From an optimization exercise on the open Yosys and OpenROAD flow, aimed at small area, a short achievable clock period and few clock cycles per item; shortcuts taken in it are not production practice. At most, simulation tests tie the RTL to the original design; equivalence was not proved. No functional check of the RTL was part of run 2.

==> flow/design.v, too long to show whole: its modules and the start of the top module <==
// module yuv2rgb_top: 548 lines
module yuv2rgb_top #(
	parameter int img_width = 320,
	parameter int img_height = 240
) (
	input logic CLOCK_50_I,
	input logic Resetn,
	input logic start,
	input logic [15:0] read_data,
	output logic [15:0] write_data,
	output logic [17:0] address,
	output logic write_en_n,
	output logic done
);
  // ...
==> flow/run.sh <==
#!/bin/bash
# synth_recipe.tcl (not shown) runs the flow's synth.tcl, then flattens the netlist and writes it again
# the make line also repeats each setting of config.mk as NAME=value (left out here)
make -C /OpenROAD-flow-scripts/flow DESIGN_CONFIG=/design/flow/config.mk WORK_HOME=/design/flow/orfs CLKGATE_MAP_FILE= SYNTH_SCRIPT=/design/flow/synth_recipe.tcl finish
==> flow/config.mk <==
export PLATFORM = sky130hd
export DESIGN_NAME = yuv2rgb_top
export DESIGN_NICKNAME = yuv2rgb_top
export VERILOG_FILES = /design/flow/design.v
export SDC_FILE = /design/flow/constraint.sdc
export NUM_CORES = 4
export LEC_CHECK = 0
export CAP_MARGIN = 20
export CORE_MARGIN = 2
export CORE_UTILIZATION = 40
export SLEW_MARGIN = 20
==> flow/constraint.sdc <==
create_clock -name core_clock -period 11.0 [get_ports {CLOCK_50_I}]
set_input_delay 2.2000 -clock core_clock [delete_from_list [all_inputs] [get_ports {CLOCK_50_I}]]
set_output_delay 2.2000 -clock core_clock [all_outputs]
set_load 0.01 [all_outputs]
==> metrics.md, run 1 <==
| Metric | Value |
|---|---|
| Final core utilization | 0.4527 |
| Dpl ws | 6.476 ns |
| Synthesized Nets | 2673 |
| Met2 Routed Length | 24680 microns |
| Reg2Reg Setup Slack | approximately 6.5 ns |
| Starting density of the core | 0.4038 |
| Synth area leader | edfxtp_1 |
| Multi-input combinational area share | 0.4783 |
| Top cell type's share of synthesized area | 0.2238 |
| FF-to-FF Start | tap_a[4] |
| Slew HR | 0.3542 |
| Fin area | 27220 sq um |
| Status | no timing/DRC/antenna violations |
| Multi-input gate area | 13020 sq um |
| First-pass GRT wire length | around 86000 microns |
| Placed insts | 3019 |
| EDFF count, synth | 181 |
| GR Layer Usage met3 | 0.03242 |
| Largest net degree at the start of global routing | 73 |
| CTS Hold Buffers Added | 0 |
| Max H-tree Level | 2 |
| Worst r2r dst | pv[8] |
| Max reg flops | 96 |
| Fin cells | 3099 |
| Met3 WL post-DR | 2321 microns |
| Synth Area in Adders | 0.2843 |
| Clock latency at the later pin of the worst-skew pair | 0.58 ns |
| Final period util | 0.4098 |
| Seq/total area | 0.3497 |
| Final worst slack | approximately 6.5 ns |
| GR peak layer | met2 |
| DIE HEIGHT | 250.4 microns |
| Grt ovf | 0 |
| Max FO, Critical Path | 5 |
| Routed vias | 15456 |
| Synth cell count leaders | inv_1, ha_1, fa_1 |
| Max stage delay on crit path | 0.51 ns |
| Initial antenna violation count | 1 |
| Root buffer cell | clkbuf_16 |
| RSZ-0062 raised after global routing | no |
Testbench counts, summed over its fixed seeds: cycles 1,152,162, frames 6.
==> run 2, diff against run 1 <==
--- a/flow/design.v
+++ b/flow/design.v
@@ -11,126 +11,124 @@
 	output logic write_en_n,
 	output logic done
 );
 	localparam int macros_per_row = img_width / 4;
 	localparam int n_pairs = img_width * img_height / 2;
 	localparam logic [17:0] u_base = 18'(img_width * img_height / 2);
 	localparam logic [17:0] v_base = 18'(img_width * img_height * 3 / 4);
 	localparam logic [16:0] rgb_first = 17'(146944 - 131072);
-	localparam logic [15:0] y_end = 16'(n_pairs + 2);
+	localparam logic [15:0] y_end = 16'(n_pairs / 2 + 1);
+	localparam logic [17:0] u_base2 = u_base + 18'd2;
+	localparam logic [17:0] v_base2 = v_base + 18'd2;
 	localparam logic [6:0] col_idle = 7'(macros_per_row - 2);
 	logic active;
 	logic [3:0] ph;
-	logic [15:0] ycnt;
+	logic [15:0] mc;
 	logic [6:0] col;
 	logic wr_ok;
 	logic [16:0] rgb;
 	logic finish;
 	logic wr_ok_n;
 	logic wr_issue;
-	logic [15:0] cidx_sum;
 	logic [17:0] c_addr;
-	assign finish = active && (ph == 4'd3) && (ycnt == y_end);
-	assign wr_ok_n = wr_ok || ((ph == 4'd3) && (col == 7'd0));
-	assign wr_issue = active && !finish && wr_ok_n && ((ph == 4'd9) || (ph == 4'd0)
-		|| (ph == 4'd2) || (ph == 4'd3) || (ph == 4'd5) || (ph == 4'd6));
-	assign cidx_sum = ycnt + 16'd3;
-	assign c_addr = ((ph == 4'd8) ? v_base : u_base) + {3'd0, cidx_sum[15:1]};
+	assign finish = active && (ph == 4'd5) && (mc == y_end);
+	assign wr_ok_n = wr_ok || ((ph == 4'd5) && (col == 7'd0));
+	assign wr_issue = active && !finish && wr_ok_n && ((ph == 4'd1) || (ph == 4'd3)
+		|| (ph == 4'd4) || (ph == 4'd5) || (ph == 4'd7) || (ph == 4'd8));
+	assign c_addr = ((ph == 4'd0) ? v_base2 : u_base2) + {{2{mc[15]}}, mc};
 	always_ff @(posedge CLOCK_50_I or negedge Resetn) begin
 		if (!Resetn) begin
 			active <= 1'b0;
-			ph <= 4'd7;
+			ph <= 4'd9;
 			done <= 1'b0;
 			write_en_n <= 1'b1;
 		end else begin
 			done <= finish;
 			write_en_n <= !wr_issue;
 			if (!active) begin
 				if (start) begin
 					active <= 1'b1;
-					ph <= 4'd8;
+					ph <= 4'd0;
 				end else begin
-					ph <= 4'd7;
+					ph <= 4'd9;
 				end
 			end else if (finish) begin
 				active <= 1'b0;
-				ph <= 4'd7;
+				ph <= 4'd9;
 			end else begin
 				ph <= (ph == 4'd9) ? 4'd0 : ph + 4'd1;
 			end
 		end
 	end
 	always_ff @(posedge CLOCK_50_I) begin
 		if (!active || finish) begin
-			ycnt <= 16'hfffd;
+			mc <= 16'hfffe;
 			col <= col_idle;
 			wr_ok <= 1'b0;
 			rgb <= rgb_first;
 		end else begin
 			wr_ok <= wr_ok_n;
-			if ((ph == 4'd1) || (ph == 4'd4)) begin
-				ycnt <= ycnt + 16'd1;
+			if (ph == 4'd2) begin
+				mc <= mc + 16'd1;
 			end
 			if (ph == 4'd7) begin
 				col <= (col == 7'(macros_per_row - 1)) ? 7'd0 : col + 7'd1;
 			end
 			if (wr_issue) begin
 				rgb <= rgb + 17'd1;
 			end
 		end
 		case (ph)
-			4'd1, 4'd4: address <= {2'd0, ycnt};
-			4'd7, 4'd8: address <= c_addr;
+			4'd2: address <= {1'b0, mc, 1'b1};
+			4'd6: address <= {1'b0, mc, 1'b0};
+			4'd9, 4'd0: address <= c_addr;
 			default: address <= {1'b1, rgb};
 		endcase
 	end
 	logic [7:0] cw [0:11];
 	logic [7:0] us, vs;
+	logic n_allc, n_a, n_b;
+	logic vsel;
 	logic cl_l0, cl_l1, cl_r7, cl_r8, cl_r9;
+	assign n_allc = (ph == 4'd9) || (ph == 4'd0) || (ph == 4'd3) || (ph == 4'd4);
+	assign n_a = (ph == 4'd1) || (ph == 4'd2);
+	assign n_b = (ph == 4'd5) || (ph == 4'd6);
 	always_ff @(posedge CLOCK_50_I) begin
-		if ((ph == 4'd0) || (ph == 4'd1) || (ph == 4'd5) || (ph == 4'd6)) begin
+		if ((ph == 4'd2) || (ph == 4'd3) || (ph == 4'd6) || (ph == 4'd7)) begin
 			for (int k = 0; k < 11; k++) begin
 				cw[k] <= cw[k + 1];
 			end
 			case (ph)
-				4'd5: cw[11] <= us;
-				4'd6: cw[11] <= vs;
+				4'd6: cw[11] <= us;
+				4'd7: cw[11] <= vs;
 				default: cw[11] <= read_data[15:8];
 			endcase
 		end
-		if (ph == 4'd0) begin
+		if (ph == 4'd2) begin
 			us <= read_data[7:0];
 		end
-		if (ph == 4'd1) begin
+		if (ph == 4'd3) begin
 			vs <= read_data[7:0];
 		end
-		if (ph == 4'd9) begin
-			cl_l0 <= (col == 7'd0);
-			cl_l1 <= 1'b0;
-			cl_r7 <= 1'b0;
-			cl_r8 <= (col == 7'(macros_per_row - 1));
-			cl_r9 <= 1'b0;
-		end
-		if (ph == 4'd4) begin
-			cl_l0 <= 1'b0;
-			cl_l1 <= (col == 7'd0);
-			cl_r7 <= (col == 7'(macros_per_row - 2));
-			cl_r8 <= 1'b0;
-			cl_r9 <= (col == 7'(macros_per_row - 1));
-		end
+		vsel <= (ph == 4'd0) || (ph == 4'd4);
+		cl_l0 <= n_allc || (n_a && (col == 7'd0));
+		cl_l1 <= n_b && (col == 7'd0);
+		cl_r7 <= n_b && (col == 7'(macros_per_row - 2));
+		cl_r8 <= n_a && (col == 7'(macros_per_row - 1));
+		cl_r9 <= n_allc || (n_b && (col == 7'(macros_per_row - 1)));
 	end
 	logic [7:0] e0, e1, e2, e3, e4, e5;
 	logic [7:0] t0, t1, t3, t4, t5;
 	logic [8:0] tap_a, tap_b, tap_c;
 	logic [16:0] f_ra, f_rb, f_sum;
 	logic [8:0] fir_out;
 	assign e0 = cw[0];
 	assign e1 = cw[2];
-	assign e2 = cw[4];
+	assign e2 = vsel ? cw[5] : cw[4];
 	assign e3 = cw[6];
 	assign e4 = cw[8];
 	assign e5 = cw[10];
 	assign t0 = cl_l0 ? e2 : (cl_l1 ? e1 : e0);
 	assign t1 = cl_l0 ? e2 : e1;
 	assign t3 = cl_r9 ? e2 : e3;
 	assign t4 = cl_r9 ? e2 : (cl_r8 ? e3 : e4);
 	assign t5 = cl_r9 ? e2 : (cl_r8 ? e3 : (cl_r7 ? e4 : e5));
@@ -501,48 +499,44 @@
 	assign sb_rb = {hb_c115, hb_s114, hb_s110, hb_s106, hb_s102, hb_s98, hb_s94, hb_s90, hb_s86, hb_s82, hb_s78, hb_s74, hb_s70, hb_s64, hb_s58, hb_s50, hb_s42, hb_s34, hb_s26, hb_s18, hb_s12, hb_s8, hb_s4, hb_s2, hb_s0, 1'b0, 1'b1};
 	assign lo_r = {1'b0, sr_ra[15:0]} + {1'b0, sr_rb[15:0]};
 	assign lo_g = {1'b0, sg_ra[15:0]} + {1'b0, sg_rb[15:0]};
 	assign lo_b = {1'b0, sb_ra[15:0]} + {1'b0, sb_rb[15:0]};
 	assign hr = {mr_a, 1'b1} + {mr_b, mr_c};
 	assign hg = {mg_a, 1'b1} + {mg_b, mg_c};
 	assign hb = {mb_a, 1'b1} + {mb_b, mb_c};
 	always_ff @(posedge CLOCK_50_I) begin
-		if ((ph == 4'd4) || (ph == 4'd7)) begin
+		if ((ph == 4'd5) || (ph == 4'd9)) begin
 			yreg <= read_data;
-		end else if ((ph == 4'd1) || (ph == 4'd6)) begin
+		end else if ((ph == 4'd3) || (ph == 4'd7)) begin
 			yreg[15:8] <= yreg[7:0];
 		end
 		l_reg <= l_ra + l_rb;
-		if ((ph == 4'd0) || (ph == 4'd5)) begin
-			pu <= {~cw[4][7], ~cw[4][7], cw[4][6:0]};
-			pv <= {~cw[5][7], ~cw[5][7], cw[5][6:0]};
-		end
-		if ((ph == 4'd1) || (ph == 4'd6)) begin
+		if ((ph == 4'd1) || (ph == 4'd3) || (ph == 4'd5) || (ph == 4'd7)) begin
 			pu <= fir_out;
 		end
-		if ((ph == 4'd2) || (ph == 4'd7)) begin
+		if ((ph == 4'd2) || (ph == 4'd4) || (ph == 4'd6) || (ph == 4'd8)) begin
 			pv <= fir_out;
 		end
 		mr_a <= sr_ra[26:16];
 		mr_b <= sr_rb[26:16];
 		mr_c <= lo_r[16];
 		mg_a <= sg_ra[26:16];
 		mg_b <= sg_rb[26:16];
 		mg_c <= lo_g[16];
 		mb_a <= sb_ra[26:16];
 		mb_b <= sb_rb[26:16];
 		mb_c <= lo_b[16];
-		if ((ph == 4'd2) || (ph == 4'd4) || (ph == 4'd7) || (ph == 4'd9)) begin
+		if ((ph == 4'd4) || (ph == 4'd6) || (ph == 4'd8) || (ph == 4'd1)) begin
 			pix_r <= clip8(hr[11:1]);
 			pix_g <= clip8(hg[11:1]);
 			pix_b <= clip8(hb[11:1]);
 		end
-		if ((ph == 4'd4) || (ph == 4'd9)) begin
+		if ((ph == 4'd6) || (ph == 4'd1)) begin
 			save_b <= pix_b;
 		end
 		case (ph)
-			4'd9, 4'd3: write_data <= {pix_r, pix_g};
-			4'd0, 4'd5: write_data <= {save_b, pix_r};
+			4'd1, 4'd5: write_data <= {pix_r, pix_g};
+			4'd3, 4'd7: write_data <= {save_b, pix_r};
 			default: write_data <= {pix_g, pix_b};
 		endcase
 	end
 endmodule
==> run 2 against run 1 <==
Clock skew is 0.015 ns lower; count of clock-buffer cells in the layout is 3 lower; routed wire length is 0.83% higher; critical endpoint is now pu[8]; critical path depth is 2 higher; worst setup slack worse by 0.15 ns; largest cell class unchanged; global-route usage is 0.47 points higher; first-iteration DRC count is 7.0% lower; sequential cell count is 1 higher.
==> metrics.md, run 2 <==
| Metric | Value |
|---|---|
| Status | no timing/DRC/antenna violations |
| Ports | 55 |
| RSZ-0062 raised after global routing | no |
| Max H-tree Level | 2 (unchanged) |
| Hold_sp | cw[1][4] |
| Syn_area_per_cell | 10.81 sq um |
| Critical Path Sink Type | register |
| Fillers | 5476 |
| Iteration-0 DRC Markers | 887 |
| DR vias/cell | 5.044 |
| Worst Hold Class | register to register |
| Area Growth Syn to Fin | 11.78% |
| Share of layout cells above drive strength 1 | 0.04618 |
| Mux cell area share after synthesis | 0.01801 |
| Port Buffer Count | 54 |
| FF-to-FF Start | tap_b[1] |
| Final net count | 2735 |
| Clock latency at the later pin of the worst-skew pair | 0.57 ns (about the same) |
| Vias in the first global route | 16414 |
| Top cell type's share of synthesized area | 0.2230 (-0.0008023) |
| Sequential area share after synthesis | 0.3968 |
| Dpl ws | 6.320 ns (-0.1557 ns) |
| First-pass GRT wire length | 87550 microns (+1.5%) |
| Fraction of registers with async set/reset | 0.01823 |
| Routed WL per cell | 17.16 microns |
| Largest family of logic cells by synthesized area | adder cells |
| FP Rows | 89 |
| CTS resizes | 0 |
| Reg2Reg Setup Slack | 6.35 ns (-0.15 ns) |
| Max-slew violations | 0 |
| DIE HEIGHT | 248.8 microns (-0.64%) |
| Grt ovf | 0 (unchanged) |
| Synth cell count leaders | inv_1, ha_1, dfxtp_1 |
| Synth Area in Adders | 0.2873 (+0.002921) |
| Multi-input gate area | 12840 sq um (-1.4%) |
| Synth Area in Simple Gates | 0.08959 |
| DRC viols | 0 |
| Max FO, Critical Path | 3 (-2) |
| Final core utilization | 0.4530 (about the same) |
| CTS tree | built |
| Dominant synthesized flop cell | dfxtp_1 |
| Post-Syn Area | roughly 24000 sq um |
| Root buffer cell | clkbuf_16 |
| Worst-path cell chain | inv_1 -> fa_1 -> inv_1 -> fa_1 -> fa_1 -> inv_1 -> fa_1 -> ha_1 -> ha_1 -> o21a_1 -> o211ai_1 -> nor4b_1 -> nor2_1 -> a21oi_1 -> mux2i_1 -> nand2_1 |
| Routed vias | 15586 (+0.84%) |
| Post-route ant nets | 0 |
| Starting density of the core | 0.4053 (+0.001490) |
| Max stage delay on crit path | 0.53 ns (+0.02 ns) |
| Detailed Routing Iterations Pass 1 | 4 |
| Synth cell types | 75 |
| GP Congestion | 0.8875 |
| Setup Skew | ~0.018 ns |
| Xor/xnor share of the synthesized area | 0.03764 |
| EDFF count, synth | 178 (-1.7%) |
| Die width | around 250 microns |
| All-Layer GR Usage | 0.1767 |
| Initial antenna violation count | 0 (-1) |
| TritonCTS Buffers | 43 |
| Crit path launch type | register |
| Die area | 61880 sq um |
| Max reg flops | 96 (unchanged) |
| Endpoints failing setup | 0 |
| Synth warn | 2 |
| Sequential Area | approximately 9500 sq um |
| Dominant cells by area after synthesis | edfxtp_1, dfxtp_1, fa_1 |
| Synthesized Nets | 2668 (-0.19%) |
| Final period util | 0.4232 (+0.01333) |
| Final Critical Period | 4.655 ns |
| Final worst slack | 6.345 ns (-0.1466 ns) |
| Clock-pin slew on the worst setup and hold paths | 0.06 ns |
| Max-cap violations | 0 |
| Highest clock rate | 214.8 MHz |
| CTS Hold Buffers Added | 0 (unchanged) |
| Setup Crit Path Kind | register to register |
| Largest net degree at the start of global routing | 74 (+1.4%) |
| Commonest non-fill, non-tap cell in the layout | inv_1 |
| Compound-Gate Fraction of Synth Area | 0.1022 |
| Slew HR | 0.3904 (+0.03618) |
| Most frequent cells in the layout | inv_1, ha_1, dfxtp_1 |
| Synth Instances | 2217 |
| Post-CTS Setup Bufs | 0 |
| CP dominant cell by count | fa_1 |
| Worst-margin pin slew | 0.9144 ns |
| Most common cell in the netlist | inv_1 |
| Core ar. | 59130 sq um |
| Worst EP arrival | 4.97 ns |
| Crit. Startpoint | tap_b[1] |
| Hpwl dp | 41140 microns |
| Synth area leader | edfxtp_1 |
| Inserted Diodes | 0 |
| Clk sinks | approximately 380 |
| CP max-delay cell | fa_1 |
| Critical Path RT | ~11 ns |
| Final hold violation count | 0 |
| Max clock buf depth | 3 |
| Total Wirelength | 53030 microns |
| Setup_tns | 0 ns |
| Flops & latches, synth | 384 |
==> run 2: metal layers <==
layer  part of all wire  vias up  global-route usage  wire [microns]
met5                  0        -                   0               0
met2               0.47      258              0.2967           25090
met3              0.043       81             0.03072            2258
met1               0.46     7645              0.2336           24240
li1                   -     7602                   -               -
met4              0.027        0             0.05351            1438
==> run 2: layout make-up <==
class,instances,share of cell area
multi-input cells,1399,0.4794
flip-flops and latches,384,0.3549
clock inverters,22,0.007147
inverters,388,0.05437
clock buffers,56,0.04391
well taps,773,0.03611
repair buffers,68,0.02410
==> run 2: cell families after synthesis <==
group                    after synthesis
buffers and inverters                434
AND/OR/NAND/NOR                      436
adder cells (fa/ha/maj)              432
XOR/XNOR                             103
AO/OA/AOI/OAI                        385
flip-flops                           384
multiplexers                          43
==> run 2: final timing paths <==
| check | to | cells after the start |
|---|---|---|
| setup / recovery | pu[8] | 16 |
| hold / removal | cw[0][4] | 0 |
| setup reg to reg | pu[8] | 16 |
| hold reg to reg | cw[0][4] | 0 |
| max in group asynchronous | ph[3] | 1 |
| min in group asynchronous | active | 1 |
==> run 2: critical path: cells and delay by family (launching register included) <==
family,cells,cell delay [ns]
adders and majority gates,6,2.44
AOI/OAI and AO/OA,3,0.58
and+or+nand+nor,3,0.58
DFF,1,0.39
muxes,1,0.22
buffers and inverters,3,0.18
==> run 2: stage by stage <==
stage | instance area (sq um) | cells | hold WS, ns
finish | 26790 | 3090 | 0.4142
global route | 26790 | 3090 | 0.4185
CTS | 26780 | 3090 | 0.4146
detailed placement | 25410 | 3012 | 0.4045
global placement | 25410 | 3012 | 0.4019
floorplan | 23960 | 2217 | 0.3745

==> port drivers added, routing unchanged <==
How much do the figures lean on ideal ports? The routed layouts below were timed once more, with nothing changed but the port constraints.
Step 1, drivers: a clkbuf_16 drives CLOCK_50_I and a buf_2 each remaining input, both assumed.
Step 2 also shifts input and output timing later by t, the mid clock arrival at the registers, as if the neighbouring blocks saw the same clock.
a / b / c = ideal ports / drivers / drivers and shift; a / b = the first two.
run	shift t [ns]	setup slack, ns	slew at the worst register clock pin (ns)
run 1	0.623	6.492 / 6.492 / 6.492	0.07 / 0.07
run 2	0.627	6.345 / 6.345 / 6.345	0.06 / 0.06
After both steps every run listed still meets setup and hold.
